Context: an optimization exercise on an open-source flow, tuned for small area, a short achievable clock period and few clock cycles per item. The choices shown serve that exercise and are no tape-out recipe. At most, simulation tests tie the RTL to the original design; equivalence was not proved.

==> build 6 <==
==> flow/design.v (excerpt) <==
module circular_alpha_mask_premultiply_unit (
  input  logic        clk,
  input  logic        rst_n,
  input  logic        cfg_we,
  input  logic [11:0] cfg_wdata,
  input  logic        in_valid,
  output logic        in_stall,
  input  logic [11:0] in_pos_x,
  input  logic [11:0] in_pos_y,
  input  logic [7:0]  in_blue_in,
  input  logic [7:0]  in_green_in,
  input  logic [7:0]  in_red_in,
  input  logic [7:0]  in_alpha_in,
  output logic        out_valid,
  input  logic        out_stall,
  output logic [7:0]  out_blue_out,
  output logic [7:0]  out_green_out,
  output logic [7:0]  out_red_out,
  output logic [7:0]  out_alpha_out,
  output logic [1:0]  out_region
);
export LEC_CHECK = 0
export CAP_MARGIN = 20
export CORE_MARGIN = 2
export CORE_UTILIZATION = 60
export SETUP_SLACK_MARGIN = 3.6
export SLEW_MARGIN = 20
create_clock -name core_clock -period 7.5 [get_ports {clk}]
run.sh (not shown) runs the stock make flow with config.mk's settings and CLKGATE_MAP_FILE= SYNTH_SCRIPT=/design/flow/synth_recipe.tcl, a recipe that flattens the netlist after the stock synthesis.
==> trial 21 (differences from build 6) <==
--- a/flow/design.v
+++ b/flow/design.v
@@ -41,30 +41,27 @@
     else if (inj2 && en)    p2_r <= g_c;
   end
   assign p2n = ~p2_r;
   logic [25:0] t6_r;
   logic [16:0] c4_r, c2_r;
   logic [8:0]  shi_m1;
-  logic [11:0] sm1, sm2, sm3, sm4, sm5, sm6;
+  logic [11:0] sm2, sm4, sm6;
   always_ff @(posedge clk) begin
     t6_r <= 26'({size_r, 3'b0} + {size_r, 2'b0}) - 26'd36;
     c4_r <= 17'({size_r, 3'b0}) - 17'd32;
     c2_r <= 17'({size_r, 2'b0}) - 17'd20;
   end
   assign shi_m1 = size_r[11:3] - 9'd1;
   function automatic logic [11:0] sminus(input logic [11:0] sz, input logic [8:0] hm1,
                                          input logic [2:0] c);
     logic [3:0] lo;
     lo = {1'b0, sz[2:0]} - {1'b0, c};
     sminus = {lo[3] ? hm1 : sz[11:3], lo[2:0]};
   endfunction
-  assign sm1 = sminus(size_r, shi_m1, 3'd1);
   assign sm2 = sminus(size_r, shi_m1, 3'd2);
-  assign sm3 = sminus(size_r, shi_m1, 3'd3);
   assign sm4 = sminus(size_r, shi_m1, 3'd4);
-  assign sm5 = sminus(size_r, shi_m1, 3'd5);
   assign sm6 = sminus(size_r, shi_m1, 3'd6);
   always_ff @(posedge clk) begin
     if (!rst_n)  v <= '0;
     else if (en) v <= {v[NV-1:1], in_valid && !busy};
   end
   always_ff @(posedge clk) begin
@@ -718,12 +715,13 @@
   end
   logic [25:0] o_s, o_c, om_c;
   logic [16:0] a4_s, a4_c, a4_d, a2_s, a2_c, a2_d;
   logic [1:0]  reg_c;
   logic [1:0]  ta_c;
   logic [15:0] r1_c;
+  logic [11:0] ua_c;
   always_comb begin
     o_s  = ra2 ^ rb2 ^ ~t6_r;
     o_c  = {((ra2[24:0] & rb2[24:0]) | (~t6_r[24:0] & (ra2[24:0] ^ rb2[24:0]))), 1'b1};
     om_c = o_s + o_c;
     a4_s = ra2[16:0] ^ rb2[16:0] ^ ~c4_r;
     a4_c = {((ra2[15:0] & rb2[15:0]) | (~c4_r[15:0] & (ra2[15:0] ^ rb2[15:0]))), 1'b1};
@@ -731,48 +729,44 @@
     a2_s = ra2[16:0] ^ rb2[16:0] ^ ~c2_r;
     a2_c = {((ra2[15:0] & rb2[15:0]) | (~c2_r[15:0] & (ra2[15:0] ^ rb2[15:0]))), 1'b1};
     a2_d = a2_s + a2_c;
     if (far2 || !om_c[25])  reg_c = 2'd0;
     else if (!g_c[25])      reg_c = 2'd1;
     else                    reg_c = 2'd2;
-    if (!a4_d[16])      begin ta_c = 2'd2; r1_c = a4_d[15:0]; end
-    else if (!a2_d[16]) begin ta_c = 2'd1; r1_c = a2_d[15:0]; end
-    else                begin ta_c = 2'd0; r1_c = g_c[15:0]; end
+    if (!a4_d[16])      begin ta_c = 2'd2; r1_c = a4_d[15:0]; ua_c = sm2; end
+    else if (!a2_d[16]) begin ta_c = 2'd1; r1_c = a2_d[15:0]; ua_c = sm4; end
+    else                begin ta_c = 2'd0; r1_c = g_c[15:0];  ua_c = sm6; end
   end
   assign g_c = ra2 + rb2;
   logic [1:0]  reg3, ta3;
   logic [15:0] r3;
+  logic [11:0] ua3;
   logic [31:0] pix3;
   always_ff @(posedge clk) begin
     if (en) begin
       reg3 <= reg_c;
       ta3  <= ta_c;
       r3   <= r1_c;
+      ua3  <= ua_c;
       pix3 <= pix2;
     end
   end
-  logic [11:0] ua_c, ub_c;
   logic [16:0] b_d;
   logic [1:0]  reg4b;
   logic [2:0]  km_c;
   logic [12:0] r2_c;
   logic [11:0] u_c;
   always_comb begin
-    case (ta3)
-      2'd2:    begin ua_c = sm2; ub_c = sm1; end
-      2'd1:    begin ua_c = sm4; ub_c = sm3; end
-      default: begin ua_c = sm6; ub_c = sm5; end
-    endcase
-    b_d = {1'b0, r3} - {4'b0, ua_c, 1'b1};
+    b_d = {1'b0, r3} - {4'b0, ua3, 1'b1};
     if (!b_d[16]) begin
       r2_c = b_d[12:0];
-      u_c  = ub_c;
+      u_c  = ua3 + 12'd1;
       km_c = 3'd4 - {ta3, 1'b0};
     end else begin
       r2_c = r3[12:0];
-      u_c  = ua_c;
+      u_c  = ua3;
       km_c = 3'd5 - {ta3, 1'b0};
     end
   end
   logic [1:0]  regb;
   logic [2:0]  kmb;
   logic [12:0] rb;
CORE_UTILIZATION = 70   (was 60)
CTS_CLUSTER_DIAMETER = 100   (was not set)
CTS_CLUSTER_SIZE = 24   (was not set)
PLACE_DENSITY = 0.75   (was not set)
SETUP_SLACK_MARGIN = 3.8   (was 3.6)
==> trial 22 (differences from build 6) <==
--- a/flow/design.v
+++ b/flow/design.v
@@ -41,30 +41,27 @@
     else if (inj2 && en)    p2_r <= g_c;
   end
   assign p2n = ~p2_r;
   logic [25:0] t6_r;
   logic [16:0] c4_r, c2_r;
   logic [8:0]  shi_m1;
-  logic [11:0] sm1, sm2, sm3, sm4, sm5, sm6;
+  logic [11:0] sm2, sm4, sm6;
   always_ff @(posedge clk) begin
     t6_r <= 26'({size_r, 3'b0} + {size_r, 2'b0}) - 26'd36;
     c4_r <= 17'({size_r, 3'b0}) - 17'd32;
     c2_r <= 17'({size_r, 2'b0}) - 17'd20;
   end
   assign shi_m1 = size_r[11:3] - 9'd1;
   function automatic logic [11:0] sminus(input logic [11:0] sz, input logic [8:0] hm1,
                                          input logic [2:0] c);
     logic [3:0] lo;
     lo = {1'b0, sz[2:0]} - {1'b0, c};
     sminus = {lo[3] ? hm1 : sz[11:3], lo[2:0]};
   endfunction
-  assign sm1 = sminus(size_r, shi_m1, 3'd1);
   assign sm2 = sminus(size_r, shi_m1, 3'd2);
-  assign sm3 = sminus(size_r, shi_m1, 3'd3);
   assign sm4 = sminus(size_r, shi_m1, 3'd4);
-  assign sm5 = sminus(size_r, shi_m1, 3'd5);
   assign sm6 = sminus(size_r, shi_m1, 3'd6);
   always_ff @(posedge clk) begin
     if (!rst_n)  v <= '0;
     else if (en) v <= {v[NV-1:1], in_valid && !busy};
   end
   always_ff @(posedge clk) begin
@@ -718,12 +715,13 @@
   end
   logic [25:0] o_s, o_c, om_c;
   logic [16:0] a4_s, a4_c, a4_d, a2_s, a2_c, a2_d;
   logic [1:0]  reg_c;
   logic [1:0]  ta_c;
   logic [15:0] r1_c;
+  logic [11:0] ua_c;
   always_comb begin
     o_s  = ra2 ^ rb2 ^ ~t6_r;
     o_c  = {((ra2[24:0] & rb2[24:0]) | (~t6_r[24:0] & (ra2[24:0] ^ rb2[24:0]))), 1'b1};
     om_c = o_s + o_c;
     a4_s = ra2[16:0] ^ rb2[16:0] ^ ~c4_r;
     a4_c = {((ra2[15:0] & rb2[15:0]) | (~c4_r[15:0] & (ra2[15:0] ^ rb2[15:0]))), 1'b1};
@@ -731,48 +729,44 @@
     a2_s = ra2[16:0] ^ rb2[16:0] ^ ~c2_r;
     a2_c = {((ra2[15:0] & rb2[15:0]) | (~c2_r[15:0] & (ra2[15:0] ^ rb2[15:0]))), 1'b1};
     a2_d = a2_s + a2_c;
     if (far2 || !om_c[25])  reg_c = 2'd0;
     else if (!g_c[25])      reg_c = 2'd1;
     else                    reg_c = 2'd2;
-    if (!a4_d[16])      begin ta_c = 2'd2; r1_c = a4_d[15:0]; end
-    else if (!a2_d[16]) begin ta_c = 2'd1; r1_c = a2_d[15:0]; end
-    else                begin ta_c = 2'd0; r1_c = g_c[15:0]; end
+    if (!a4_d[16])      begin ta_c = 2'd2; r1_c = a4_d[15:0]; ua_c = sm2; end
+    else if (!a2_d[16]) begin ta_c = 2'd1; r1_c = a2_d[15:0]; ua_c = sm4; end
+    else                begin ta_c = 2'd0; r1_c = g_c[15:0];  ua_c = sm6; end
   end
   assign g_c = ra2 + rb2;
   logic [1:0]  reg3, ta3;
   logic [15:0] r3;
+  logic [11:0] ua3;
   logic [31:0] pix3;
   always_ff @(posedge clk) begin
     if (en) begin
       reg3 <= reg_c;
       ta3  <= ta_c;
       r3   <= r1_c;
+      ua3  <= ua_c;
       pix3 <= pix2;
     end
   end
-  logic [11:0] ua_c, ub_c;
   logic [16:0] b_d;
   logic [1:0]  reg4b;
   logic [2:0]  km_c;
   logic [12:0] r2_c;
   logic [11:0] u_c;
   always_comb begin
-    case (ta3)
-      2'd2:    begin ua_c = sm2; ub_c = sm1; end
-      2'd1:    begin ua_c = sm4; ub_c = sm3; end
-      default: begin ua_c = sm6; ub_c = sm5; end
-    endcase
-    b_d = {1'b0, r3} - {4'b0, ua_c, 1'b1};
+    b_d = {1'b0, r3} - {4'b0, ua3, 1'b1};
     if (!b_d[16]) begin
       r2_c = b_d[12:0];
-      u_c  = ub_c;
+      u_c  = ua3 + 12'd1;
       km_c = 3'd4 - {ta3, 1'b0};
     end else begin
       r2_c = r3[12:0];
-      u_c  = ua_c;
+      u_c  = ua3;
       km_c = 3'd5 - {ta3, 1'b0};
     end
   end
   logic [1:0]  regb;
   logic [2:0]  kmb;
   logic [12:0] rb;
CTS_CLUSTER_DIAMETER = 100   (was not set)
CTS_CLUSTER_SIZE = 24   (was not set)
SETUP_SLACK_MARGIN = 3.9   (was 3.6)
==> trial 31 (differences from build 6) <==
--- a/flow/design.v
+++ b/flow/design.v
@@ -41,44 +41,41 @@
     else if (inj2 && en)    p2_r <= g_c;
   end
   assign p2n = ~p2_r;
   logic [25:0] t6_r;
   logic [16:0] c4_r, c2_r;
   logic [8:0]  shi_m1;
-  logic [11:0] sm1, sm2, sm3, sm4, sm5, sm6;
+  logic [11:0] sm2, sm4, sm6;
   always_ff @(posedge clk) begin
     t6_r <= 26'({size_r, 3'b0} + {size_r, 2'b0}) - 26'd36;
     c4_r <= 17'({size_r, 3'b0}) - 17'd32;
     c2_r <= 17'({size_r, 2'b0}) - 17'd20;
   end
   assign shi_m1 = size_r[11:3] - 9'd1;
   function automatic logic [11:0] sminus(input logic [11:0] sz, input logic [8:0] hm1,
                                          input logic [2:0] c);
     logic [3:0] lo;
     lo = {1'b0, sz[2:0]} - {1'b0, c};
     sminus = {lo[3] ? hm1 : sz[11:3], lo[2:0]};
   endfunction
-  assign sm1 = sminus(size_r, shi_m1, 3'd1);
   assign sm2 = sminus(size_r, shi_m1, 3'd2);
-  assign sm3 = sminus(size_r, shi_m1, 3'd3);
   assign sm4 = sminus(size_r, shi_m1, 3'd4);
-  assign sm5 = sminus(size_r, shi_m1, 3'd5);
   assign sm6 = sminus(size_r, shi_m1, 3'd6);
   always_ff @(posedge clk) begin
     if (!rst_n)  v <= '0;
     else if (en) v <= {v[NV-1:1], in_valid && !busy};
   end
   always_ff @(posedge clk) begin
     if (!rst_n) begin
       cw0  <= 1'b0;
       inj1 <= 1'b0;
       inj2 <= 1'b0;
     end else if (en) begin
       cw0  <= cfg_we;
-      inj1 <= cw0;
-      inj2 <= inj1;
+      inj1 <= cw0 && !cfg_we;
+      inj2 <= inj1 && !cfg_we;
     end
   end
   logic [11:0] x0, y0;
   logic        cw0;
   logic [31:0] pix0;
   always_ff @(posedge clk) begin
@@ -718,12 +715,13 @@
   end
   logic [25:0] o_s, o_c, om_c;
   logic [16:0] a4_s, a4_c, a4_d, a2_s, a2_c, a2_d;
   logic [1:0]  reg_c;
   logic [1:0]  ta_c;
   logic [15:0] r1_c;
+  logic [11:0] ua_c;
   always_comb begin
     o_s  = ra2 ^ rb2 ^ ~t6_r;
     o_c  = {((ra2[24:0] & rb2[24:0]) | (~t6_r[24:0] & (ra2[24:0] ^ rb2[24:0]))), 1'b1};
     om_c = o_s + o_c;
     a4_s = ra2[16:0] ^ rb2[16:0] ^ ~c4_r;
     a4_c = {((ra2[15:0] & rb2[15:0]) | (~c4_r[15:0] & (ra2[15:0] ^ rb2[15:0]))), 1'b1};
@@ -731,48 +729,44 @@
     a2_s = ra2[16:0] ^ rb2[16:0] ^ ~c2_r;
     a2_c = {((ra2[15:0] & rb2[15:0]) | (~c2_r[15:0] & (ra2[15:0] ^ rb2[15:0]))), 1'b1};
     a2_d = a2_s + a2_c;
     if (far2 || !om_c[25])  reg_c = 2'd0;
     else if (!g_c[25])      reg_c = 2'd1;
     else                    reg_c = 2'd2;
-    if (!a4_d[16])      begin ta_c = 2'd2; r1_c = a4_d[15:0]; end
-    else if (!a2_d[16]) begin ta_c = 2'd1; r1_c = a2_d[15:0]; end
-    else                begin ta_c = 2'd0; r1_c = g_c[15:0]; end
+    if (!a4_d[16])      begin ta_c = 2'd2; r1_c = a4_d[15:0]; ua_c = sm2; end
+    else if (!a2_d[16]) begin ta_c = 2'd1; r1_c = a2_d[15:0]; ua_c = sm4; end
+    else                begin ta_c = 2'd0; r1_c = g_c[15:0];  ua_c = sm6; end
   end
   assign g_c = ra2 + rb2;
   logic [1:0]  reg3, ta3;
   logic [15:0] r3;
+  logic [11:0] ua3;
   logic [31:0] pix3;
   always_ff @(posedge clk) begin
     if (en) begin
       reg3 <= reg_c;
       ta3  <= ta_c;
       r3   <= r1_c;
+      ua3  <= ua_c;
       pix3 <= pix2;
     end
   end
-  logic [11:0] ua_c, ub_c;
   logic [16:0] b_d;
   logic [1:0]  reg4b;
   logic [2:0]  km_c;
   logic [12:0] r2_c;
   logic [11:0] u_c;
   always_comb begin
-    case (ta3)
-      2'd2:    begin ua_c = sm2; ub_c = sm1; end
-      2'd1:    begin ua_c = sm4; ub_c = sm3; end
-      default: begin ua_c = sm6; ub_c = sm5; end
-    endcase
-    b_d = {1'b0, r3} - {4'b0, ua_c, 1'b1};
+    b_d = {1'b0, r3} - {4'b0, ua3, 1'b1};
     if (!b_d[16]) begin
       r2_c = b_d[12:0];
-      u_c  = ub_c;
+      u_c  = ua3 + 12'd1;
       km_c = 3'd4 - {ta3, 1'b0};
     end else begin
       r2_c = r3[12:0];
-      u_c  = ua_c;
+      u_c  = ua3;
       km_c = 3'd5 - {ta3, 1'b0};
     end
   end
   logic [1:0]  regb;
   logic [2:0]  kmb;
   logic [12:0] rb;
CTS_CLUSTER_DIAMETER = 100   (was not set)
CTS_CLUSTER_SIZE = 24   (was not set)
==> results.sh <==
export IMPL_grt_use_total_pct=25.24
export IMPL_cts_htree_levels=2
export IMPL_stdcell_count=6851
export IMPL_netlist_cell_type_count=80
export IMPL_nMultiInputCombCells=3270
export IMPL_antenna_violations_before_repair=3
export IMPL_synth_edff_count=772
export IMPL_dpl_instance_area_sq_mm=0.06071
export IMPL_syn_avg_cell_area_sq_um=11.26
export IMPL_synth_area_mux_share_pct=1.001
export IMPL_outcome="complete, no violations"
export IMPL_finalCriticalPeriod_ns=3.766
export IMPL_hold_slack_ns=0.4131
export IMPL_wl_met1_mm=55.70
export IMPL_final_setup_worst_slack_ns=3.734
That was trial 22.
==> results.sh <==
export IMPL_netlist_cell_type_count=91
export IMPL_nMultiInputCombCells=3458
export IMPL_outcome="complete, no violations"
export IMPL_cts_htree_levels=3
export IMPL_stdcell_count=6936
export IMPL_synth_edff_count=760
export IMPL_finalCriticalPeriod_ns=3.855
export IMPL_synth_area_mux_share_pct=0.8114
export IMPL_dpl_instance_area_sq_mm=0.06124
export IMPL_grt_use_total_pct=26.06
export IMPL_final_setup_worst_slack_ns=3.645
export IMPL_antenna_violations_before_repair=7
export IMPL_syn_avg_cell_area_sq_um=11.05
That was build 6.
==> results.sh <==
export IMPL_cts_htree_levels=2
export IMPL_synth_edff_count=772
export IMPL_netlist_cell_type_count=81
export IMPL_stdcell_count=6775
export IMPL_synth_area_mux_share_pct=1.213
export IMPL_gpl_final_weighted_congestion=0.9174
export IMPL_outcome="complete, no violations"
export IMPL_wl_met1_mm=54.48
export IMPL_final_setup_worst_slack_ns=3.679
export IMPL_core_area_sq_mm=0.09685
export IMPL_grt_use_total_pct=25.03
export IMPL_antenna_violations_before_repair=5
export IMPL_nMultiInputCombCells=3360
export IMPL_dpl_instance_area_sq_mm=0.06135
export IMPL_syn_avg_cell_area_sq_um=11.18
export IMPL_main_combinational_cell_family_by_area_after_synthesis="adder cells"
That was trial 31.
==> results.sh <==
export IMPL_wl_met1_mm=50.15
export IMPL_netlist_cell_type_count=80
export IMPL_finalCriticalPeriod_ns=3.932
export IMPL_dpl_instance_area_sq_mm=0.06039
export IMPL_outcome="complete, no violations"
export IMPL_synth_edff_count=772
export IMPL_synth_area_mux_share_pct=1.001
export IMPL_final_setup_worst_slack_ns=3.568
export IMPL_stdcell_count=6575
export IMPL_hold_slack_ns=0.4130
export IMPL_antenna_violations_before_repair=2
export IMPL_nMultiInputCombCells=3269
export IMPL_grt_use_total_pct=28.79
That was trial 21.
Testbench counts of trial 21, summed over its fixed seeds: cycles 12,400, items 12,288.
Testbench counts of trial 22, summed over its fixed seeds: cycles 12,400, items 12,288.
Testbench counts of trial 31, summed over its fixed seeds: cycles 12,400, items 12,288.
Only the layout flow was run in build 6; the RTL was not checked for function there.

[separate check: timing with driven ports]
No port has a modelled driver above. Below, the same layouts with a new extraction and two added sets of constraints. Step 1: set_driving_cell puts a clkbuf_16 on clk and a buf_2 on each other input, an assumption about the parent block. Step 2 adds t to the input delays and takes it off the output delays; t is the mean of the earliest and latest rising clock arrival at the registers after step 1. Input paths then give back, and output paths get back, about the clock's delay inside the block. a / b / c = no drivers / after step 1 / after step 2; a / b = the first two.
run | t (ns) | slack for setup (ns) | clock arrival spread, ns | cell pins on the clock port's net
build 6 | 0.748 | 3.645 / 3.645 / 3.300 | 0.034 / 0.034 | 1
trial 21 | 0.704 | 3.568 / 3.568 / 3.326 | 0.028 / 0.029 | 1
trial 22 | 0.734 | 3.734 / 3.734 / 3.487 | 0.029 / 0.029 | 1
trial 31 | 0.721 | 3.679 / 3.679 / 3.395 | 0.028 / 0.028 | 1
After both steps setup and hold are still met in every run listed. For build 6, which loses most, drivers alone change the setup slack by 0.000 ns; drivers and shift together by -0.345 ns.
